Background: an optimization exercise with open tools, aiming at small area, a short achievable clock period and few clock cycles per item. Do not read the settings as production practice. The RTL was checked by simulation tests, not by an equivalence proof against the original design.

File: flow/design.v
module mod_inv_bin #(
    parameter int WIDTH     = 128,
    parameter int MAX_STEPS = 4*WIDTH+4,
    parameter int CNT_W     = $clog2(MAX_STEPS+1)
) (
    input  logic             clk,
    input  logic             rst,
    input  logic [WIDTH-1:0] a,
    input  logic [WIDTH-1:0] p,
    input  logic             start,
    output logic             busy,
    output logic [WIDTH-1:0] inv,
    output logic             done,
    output logic             error,
    output logic [1:0]       err_code
);
    localparam int W  = WIDTH;
    localparam int RW = W + 4;       
    localparam int AW = W + 5;       
    logic st_idle, st_loop, st_ph2, st_final, st_fin;
    logic start_q, first_q;
    logic busy_q, done_q, error_q;
    logic [1:0] err_code_q;
    logic [W-1:0]     u_q;           
    logic [W:0]       v_q;           
    logic [RW-1:0]    r_q;           
    logic [W:0]       s_q;           
    logic [W-1:0]     pr_q;
    logic [CNT_W-1:0] k_q;
    logic [3:0]       tsel_q;        
    logic [2:0]       zsel_q;
    logic accept;
    assign accept = st_idle & start & ~start_q;
    logic uo, vo, sv, both, ue, ve;
    assign uo   = u_q[0];
    assign vo   = v_q[0];
    assign sv   = v_q[W];
    assign both = uo & vo;
    assign ue   = ~uo;
    assign ve   = uo & ~vo;
    logic [W+1:0] dfull;
    logic [W:0]   dsum;
    logic         dneg;
    assign dfull = {1'b0, u_q, 1'b1} + {v_q ^ {(W+1){~sv}}, ~sv};
    assign dsum  = dfull[W+1:1];
    assign dneg  = dsum[W];
    logic eq, u_hi_zero, v_zero;
    assign eq        = both & (u_q[W-1:1] == (v_q[W-1:1] ^ {(W-1){sv}}));
    assign u_hi_zero = ~|u_q[W-1:1];
    assign v_zero    = ~|v_q;
    logic [W:0] pre, src, shifted;
    assign pre = ue ? {1'b0, u_q} : v_q;
    assign src = both ? dsum : pre;
    logic j1, j2, j3, j4;
    assign j1 = src[1];
    assign j2 = ~src[1] & src[2];
    assign j3 = ~src[1] & ~src[2] & src[3];
    assign j4 = ~src[1] & ~src[2] & ~src[3];
    assign shifted = ({(W+1){j1}} & {{1{src[W]}}, src[W:1]})
                   | ({(W+1){j2}} & {{2{src[W]}}, src[W:2]})
                   | ({(W+1){j3}} & {{3{src[W]}}, src[W:3]})
                   | ({(W+1){j4}} & {{4{src[W]}}, src[W:4]});
    logic [2:0] jv;
    assign jv = {j4, j2 | j3, j1 | j3};
    logic [1:0] mpad;
    logic       m1, m2, m3;
    logic       r1, r2, r3, r4;
    assign mpad = 2'(-k_q[1:0]);
    assign m1 = (mpad == 2'd1);
    assign m2 = (mpad == 2'd2);
    assign m3 = (mpad == 2'd3);
    assign r1 = eq ? m1 : j1;
    assign r2 = eq ? m2 : j2;
    assign r3 = eq ? m3 : j3;
    assign r4 = ~eq & j4;
    logic [RW-1:0] r_sh;
    logic [W:0]    s_sh;
    assign r_sh = ({RW{r1}} & {r_q[RW-2:0], 1'b0})
                | ({RW{r2}} & {r_q[RW-3:0], 2'b0})
                | ({RW{r3}} & {r_q[RW-4:0], 3'b0})
                | ({RW{r4}} & {r_q[RW-5:0], 4'b0});
    assign s_sh = ({(W+1){j1}} & {s_q[W-1:0], 1'b0})
                | ({(W+1){j2}} & {s_q[W-2:0], 2'b0})
                | ({(W+1){j3}} & {s_q[W-3:0], 3'b0})
                | ({(W+1){j4}} & {s_q[W-4:0], 4'b0});
    logic [AW-1:0] p_ext, opx, opy, opz, csa_s, csa_c;
    logic [AW:0]   wfull;
    logic [AW-1:0] wsum;
    logic          ynp, yp, y2p, znp, zp, z2p, fin_add;
    assign p_ext   = {{(AW-W){1'b0}}, pr_q};
    assign ynp     = st_ph2 & tsel_q[0];
    assign yp      = st_ph2 & tsel_q[1];
    assign y2p     = st_ph2 & tsel_q[2];
    assign znp     = st_ph2 & zsel_q[0];
    assign zp      = st_ph2 & zsel_q[1];
    assign z2p     = st_ph2 & zsel_q[2];
    assign fin_add = st_final & r_q[RW-1];
    assign opx = {{(AW-RW){r_q[RW-1]}}, r_q};
    assign opy = ({AW{st_loop}} & {{(AW-W-1){s_q[W]}}, s_q})
               | ({AW{yp | fin_add}} & p_ext)
               | ({AW{y2p}} & (p_ext << 1))
               | ({AW{ynp}} & ~p_ext);
    assign opz = ({AW{zp}} & (p_ext << 2))
               | ({AW{z2p}} & (p_ext << 3))
               | ({AW{znp}} & ~(p_ext << 2));
    assign csa_s = opx ^ opy ^ opz;
    assign csa_c = {(opx[AW-2:0] & opy[AW-2:0]) | (opx[AW-2:0] & opz[AW-2:0]) | (opy[AW-2:0] & opz[AW-2:0]), ynp};
    assign wfull = {csa_s, 1'b1} + {csa_c, znp};
    assign wsum  = wfull[AW:1];
    logic [3:0] pinv, znext, tau;
    always_comb begin
        case (pr_q[3:1])
            3'd0: pinv = 4'd1;
            3'd1: pinv = 4'd11;
            3'd2: pinv = 4'd13;
            3'd3: pinv = 4'd7;
            3'd4: pinv = 4'd9;
            3'd5: pinv = 4'd3;
            3'd6: pinv = 4'd5;
            default: pinv = 4'd15;
        endcase
    end
    logic [3:0] rpad;
    assign rpad  = 4'(r_q[3:0] << mpad);
    assign znext = st_loop ? rpad : wsum[7:4];
    assign tau   = 4'(-(znext * pinv));
    logic [3:0] tsel_d;
    logic [2:0] zsel_d;
    always_comb begin
        case (tau)
            4'd0:  begin tsel_d = 4'b0000; zsel_d = 3'b000; end
            4'd1:  begin tsel_d = 4'b0010; zsel_d = 3'b000; end
            4'd2:  begin tsel_d = 4'b0100; zsel_d = 3'b000; end
            4'd3:  begin tsel_d = 4'b0001; zsel_d = 3'b010; end
            4'd4:  begin tsel_d = 4'b0000; zsel_d = 3'b010; end
            4'd5:  begin tsel_d = 4'b0010; zsel_d = 3'b010; end
            4'd6:  begin tsel_d = 4'b0100; zsel_d = 3'b010; end
            4'd7:  begin tsel_d = 4'b0001; zsel_d = 3'b100; end
            4'd8:  begin tsel_d = 4'b0000; zsel_d = 3'b100; end
            4'd9:  begin tsel_d = 4'b0010; zsel_d = 3'b100; end
            4'd10: begin tsel_d = 4'b0100; zsel_d = 3'b100; end
            4'd11: begin tsel_d = 4'b0001; zsel_d = 3'b001; end
            4'd12: begin tsel_d = 4'b0000; zsel_d = 3'b001; end
            4'd13: begin tsel_d = 4'b0010; zsel_d = 3'b001; end
            4'd14: begin tsel_d = 4'b0100; zsel_d = 3'b001; end
            default: begin tsel_d = 4'b0001; zsel_d = 3'b000; end
        endcase
    end
    always_ff @(posedge clk) begin
        tsel_q <= tsel_d;
        zsel_q <= zsel_d;
    end
    logic err2, err1, err3, stop_ok;
    assign err2    = st_loop & first_q & (ue | u_hi_zero);
    assign err1    = st_loop & first_q & ~(ue | u_hi_zero) & (v_zero | eq | dneg);
    assign err3    = st_loop & ~first_q & eq & ~u_hi_zero;
    assign stop_ok = st_loop & ~first_q & eq & u_hi_zero;
    logic any_err, ph2_last;
    assign any_err  = err1 | err2 | err3;
    assign ph2_last = st_ph2 & (k_q == CNT_W'(4));
    always_ff @(posedge clk) begin
        if (rst) begin
            st_idle    <= 1'b1;
            st_loop    <= 1'b0;
            st_ph2     <= 1'b0;
            st_final   <= 1'b0;
            st_fin     <= 1'b0;
            start_q    <= 1'b0;
            first_q    <= 1'b0;
            busy_q     <= 1'b0;
            done_q     <= 1'b0;
            error_q    <= 1'b0;
            err_code_q <= 2'd0;
        end else begin
            start_q  <= start;
            first_q  <= accept;
            st_idle  <= (st_idle & ~accept) | st_fin;
            st_loop  <= accept | (st_loop & ~any_err & ~stop_ok);
            st_ph2   <= stop_ok | (st_ph2 & ~ph2_last);
            st_final <= ph2_last;
            st_fin   <= any_err | st_final;
            busy_q   <= accept | (busy_q & ~st_fin);
            done_q   <= st_final;
            error_q  <= any_err;
            if (any_err | st_final)
                err_code_q <= err2 ? 2'd2 : err1 ? 2'd1 : err3 ? 2'd3 : 2'd0;
        end
    end
    logic loop_step;
    assign loop_step = st_loop & ~eq;
    always_ff @(posedge clk) begin
        if (accept)
            u_q <= p;
        else if (loop_step & (ue | (both & ~dneg)))
            u_q <= shifted[W-1:0];
        if (accept)
            v_q <= {1'b0, a};
        else if (loop_step & (ve | (both & dneg)))
            v_q <= shifted;
        if (accept)
            pr_q <= p;
    end
    logic r_take_sh, r_take_w, r_take_w4, r_clear, r_en;
    assign r_take_sh = st_loop & ~any_err & ((~eq & (ve | (both & dneg))) | (eq & (mpad != 2'd0)));
    assign r_take_w  = (loop_step & ~any_err & both & ~dneg) | st_final;
    assign r_take_w4 = st_ph2;
    assign r_clear   = accept | any_err;
    assign r_en      = r_take_sh | r_take_w | r_take_w4 | r_clear;
    logic [RW-1:0] r_d;
    assign r_d = ({RW{r_take_sh}} & r_sh)
               | ({RW{r_take_w}}  & wsum[RW-1:0])
               | ({RW{r_take_w4}} & {{3{wsum[AW-1]}}, wsum[AW-1:4]});
    always_ff @(posedge clk) begin
        if (r_en) r_q <= r_clear ? '0 : r_d;
    end
    logic s_take_sh, s_take_w;
    assign s_take_sh = loop_step & (ue | (both & ~dneg));
    assign s_take_w  = loop_step & both & dneg;
    always_ff @(posedge clk) begin
        if (accept)
            s_q <= '1;
        else if (s_take_sh | s_take_w)
            s_q <= s_take_w ? wsum[W:0] : s_sh;
    end
    always_ff @(posedge clk) begin
        if (accept)
            k_q <= '0;
        else if (st_loop)
            k_q <= k_q + CNT_W'(eq ? {1'b0, mpad} : jv);
        else if (st_ph2)
            k_q <= k_q - CNT_W'(4);
    end
    assign busy     = busy_q;
    assign done     = done_q;
    assign error    = error_q;
    assign inv      = r_q[W-1:0];
    assign err_code = err_code_q;
endmodule
File: flow/run.sh
#!/bin/bash
# synth_recipe.tcl (not shown) runs the flow's synth.tcl, then flattens the netlist and writes it again
# the make line also repeats each setting of config.mk as NAME=value (left out here)
make -C /OpenROAD-flow-scripts/flow DESIGN_CONFIG=/design/flow/config.mk WORK_HOME=/design/flow/orfs CLKGATE_MAP_FILE= SYNTH_SCRIPT=/design/flow/synth_recipe.tcl finish
File: flow/constraint.sdc
create_clock -name core_clock -period 10.0 [get_ports {clk}]
set_input_delay 2.0000 -clock core_clock [delete_from_list [all_inputs] [get_ports {clk}]]
set_output_delay 2.0000 -clock core_clock [all_outputs]
set_load 0.01 [all_outputs]
File: flow/config.mk
export PLATFORM = sky130hd
export DESIGN_NAME = mod_inv_bin
export DESIGN_NICKNAME = mod_inv_bin
export VERILOG_FILES = /design/flow/design.v
export SDC_FILE = /design/flow/constraint.sdc
export NUM_CORES = 4
export LEC_CHECK = 0
export CAP_MARGIN = 20
export CORE_MARGIN = 2
export CORE_UTILIZATION = 25
export PLACE_DENSITY = 0.4
export SLEW_MARGIN = 20
==> run notes <==
## per-layer routing
layer	wire length (µm)	vias to the layer above	track usage, %
met3	30500	595	3.45
met2	184000	3855	44.4
met4	26700	2	15.8
li1	-	32700	-
met5	13	-	0.0171
met1	178000	37900	39.0
## area by class of cell
cell class | instances | area, µm²
antenna | 8 | 20.0
clock buffer | 108 | 2330
clock inverter | 52 | 642
fill | 29900 | 197000
inverter | 188 | 713
multi-input combinational | 7003 | 46300
sequential | 674 | 18700
tap | 3705 | 4640
timing repair buffer | 525 | 5120
## worst min-delay path by stage
stage,to,depth (start not counted)
floorplan,st_idle,1
global placement,st_idle,1
detailed placement,st_idle,1
CTS,st_idle,1
global route,st_idle,1
finish,st_idle,1
## sequential cells by signal, indices dropped and copies added, names as in the netlist
name        count
st_idle         1
start_q         1
s_q           129
pr_q          128
k_q            10
v_q           129
u_q           128
tsel_q          3
busy_q          1
st_final        1
err_code_q      2
st_ph2          1
st_loop         1
done_q          1
first_q         1
st_fin          1
r_q           132
error_q         1
zsel_q          3
## placed cells by master (no fill, tap or decap), types with 106 or more instances in the layout
master	count
nand2_1	926
o21ai_0	847
nor2_1	822
a21oi_1	763
edfxtp_1	516
clkdlybuf4s50_1	391
ha_1	274
xnor2_1	271
a22oi_1	249
a221o_1	226
a221oi_1	221
nand4_1	196
inv_1	184
o21a_1	181
xor2_1	162
dfxtp_1	155
a211oi_1	151
a21o_1	149
fa_1	134
buf_4	118
nor4_1	112
nor3_1	110
a222oi_1	106
## kinds of logic after synthesis
kind of cell / Yosys count / synth area share [%]
AO/OA/AOI/OAI: 3533 / 34.5
XOR/XNOR: 433 / 5.49
adder cells (fa/ha/maj): 408 / 8.84
buffers and inverters: 1028 / 6.42
flip-flops: 674 / 27.0
multiplexers: 82 / 1.21
AND/OR/NAND/NOR: 2547 / 16.5
## per-stage QoR
stage / worst slack [ns] / instance area [µm²]
after global routing: 1.41 / 78400
after detailed placement: 2.06 / 75400
after global placement: 2.12 / 75400
final: 2.02 / 78400
after CTS: 2.02 / 78400
after floorplan: 0.0526 / 69100
==> metrics.yaml <==
status:
  status: "timing/DRC/antenna clean"
placed_design:
  dpl.cell_count: 12100
  hpwl_um: 323000
  gp_congestion: 0.975
  port_buffers: 391
sta:
  finalCritPeriodShare_pct: 79.8
  slew_headroom_pct: 17.1
  tns_ns: 0
  final-hold-violation-count: 0
  fmax_mhz: 125
  skew_ns: 0.0514
  slew_viol_final: 0
  timing.final.crit_period_ns: 7.98
  worstMarginPinSlew_ns: 1.23
  hold_slack_ns: 0.465
  setup_violations: 0
  rsz0062_at_grt: "false"
worst_setup_path:
  reg2reg_to: "r_q[128]"
  critPathMaxFanout: 99
  critPathKind: "flop to flop"
  crit_chain: "buf_4 -> nand2_4 -> buf_4 -> o21ai_0 -> fa_1 -> ha_1 -> a21oi_1 -> o21ai_0 -> a221oi_1 -> o22ai_1 -> a221oi_1 -> a2111oi_1 -> buf_4 -> o21ai_0 -> nand3_1 -> a41oi_1 -> o31ai_1 -> a221oi_1 -> xor2_1 -> o22ai_1"
  cp.arrival_ns: 8.40
  reg2reg_slack_ns: 2.02
  critical_path_buf_inv_count: 3
  crit_family: "compound AO/OA/AOI/OAI gates"
  crit_path_end_kind: "flop"
  slowest_delay_ns: 0.65
  worst-path-stages: 20
  cp-startpoint: "st_ph2"
  cp-start-kind: "flop"
  critical_path_required_ns: 10.42
  r2r_start: "st_ph2"
  worstRegToRegCells: 20
  slowest_stage: "a221oi_1"
  endpoint: "r_q[128]"
synthesis:
  yosysMostFrequentCell: "nand2_1"
  synth.avg_cell_area_um2: 7.94
  ys_warn_count: 1
  syn_nets: 9372
  ys_seq_elements: 674
  synth_top_cells_by_area: "edfxtp_1 (22%), o21ai_0 (6.1%), a21oi_1 (5.5%)"
  async_flop_share_pct: 0
  synth_top_area_share_pct: 22.4
  seq_area_frac_synth_pct: 27.0
  ys_types: 90
  synth_common_cells: "nand2_1 (933), o21ai_0 (848), nor2_1 (833)"
  syn_area_um2: 69100
  synth-edff-count: 516
  yosys.area.top_type: "edfxtp_1"
  synth_cells: 8705
  synth_ff_type: "edfxtp_1"
final_layout:
  fin_util_pct: 28.4
  drive_gt1_share_pct: 4.53
  nNetsFinal: 9144
  stdcell_count: 12300
  area_growth_pct: 13.4
cts:
  post-cts-setup-buffers: 0
  tritoncts: "done"
  cts-hold-fix-buffers: 0
  htreeDepth: 3
  cts_root_buf: "clkbuf_16"
  insertion_delay_ns: 0.75
  cts_buffers: 85
  cts_sinks: 674
  clk_pin_slew_ns: 0.06
  post_cts_resized: 0
  clockBufferDepth: 3
hold_path:
  min-delay-start: "st_fin"
  min_path_type: "flop to flop"
drt:
  remaining_drc_errors: 0
  vias_per_cell: 6.12
  vias: 75000
  ant_nets: 0
  route.final.wire_length_um: 420000
  drt_iter0_markers: 9738
  firstDrtPassIters: 10
  wl_per_cell_um: 34.2
floorplanning:
  ios: 392
  initial_core_util_pct: 25.1
  core_um2: 276000
  die-area_um2: 281000
  std_cell_rows: 193
  die_y_um: 530
  fp.dieW_um: 530
global_routing:
  grtUsageTotal_pct: 28.8
  grt-ovfl-total: 0
  grt_max_degree: 160
  grt_pass1_vias: 71200
  antenna_found_initial: 12
  grt_pass1_wl_um: 582000
job:
  cap_violations: 0
Testbench counts, summed over its fixed seeds: cycles 54,422, items 384.

## separate check: timing with driven ports
The flow's constraints put no driver on any port. The routed layout listed below was extracted and timed again, unchanged, in two steps.
Step 1 assumes that a clkbuf_16 drives the clock port and a buf_2 every other input.
Step 2 moves the port delays by t, midway between the first and last clock arrival at a register: inputs arrive t later, outputs are due t later. That takes back most of the time a late clock gives input paths.
Three values: no drivers, after step 1, after step 2; two values: the first two.
shift t [ns]: 0.822
setup WS [ns]: 2.021 / 2.021 / 2.021
worst setup path at the end: register to register
slew at the worst register clock pin (ns): 0.07 / 0.07
worst data-port slew with drivers (ns): 0.08
After both steps this run still meets setup and hold. For this run, drivers alone change the setup slack by 0.000 ns; drivers and shift together by 0.000 ns.
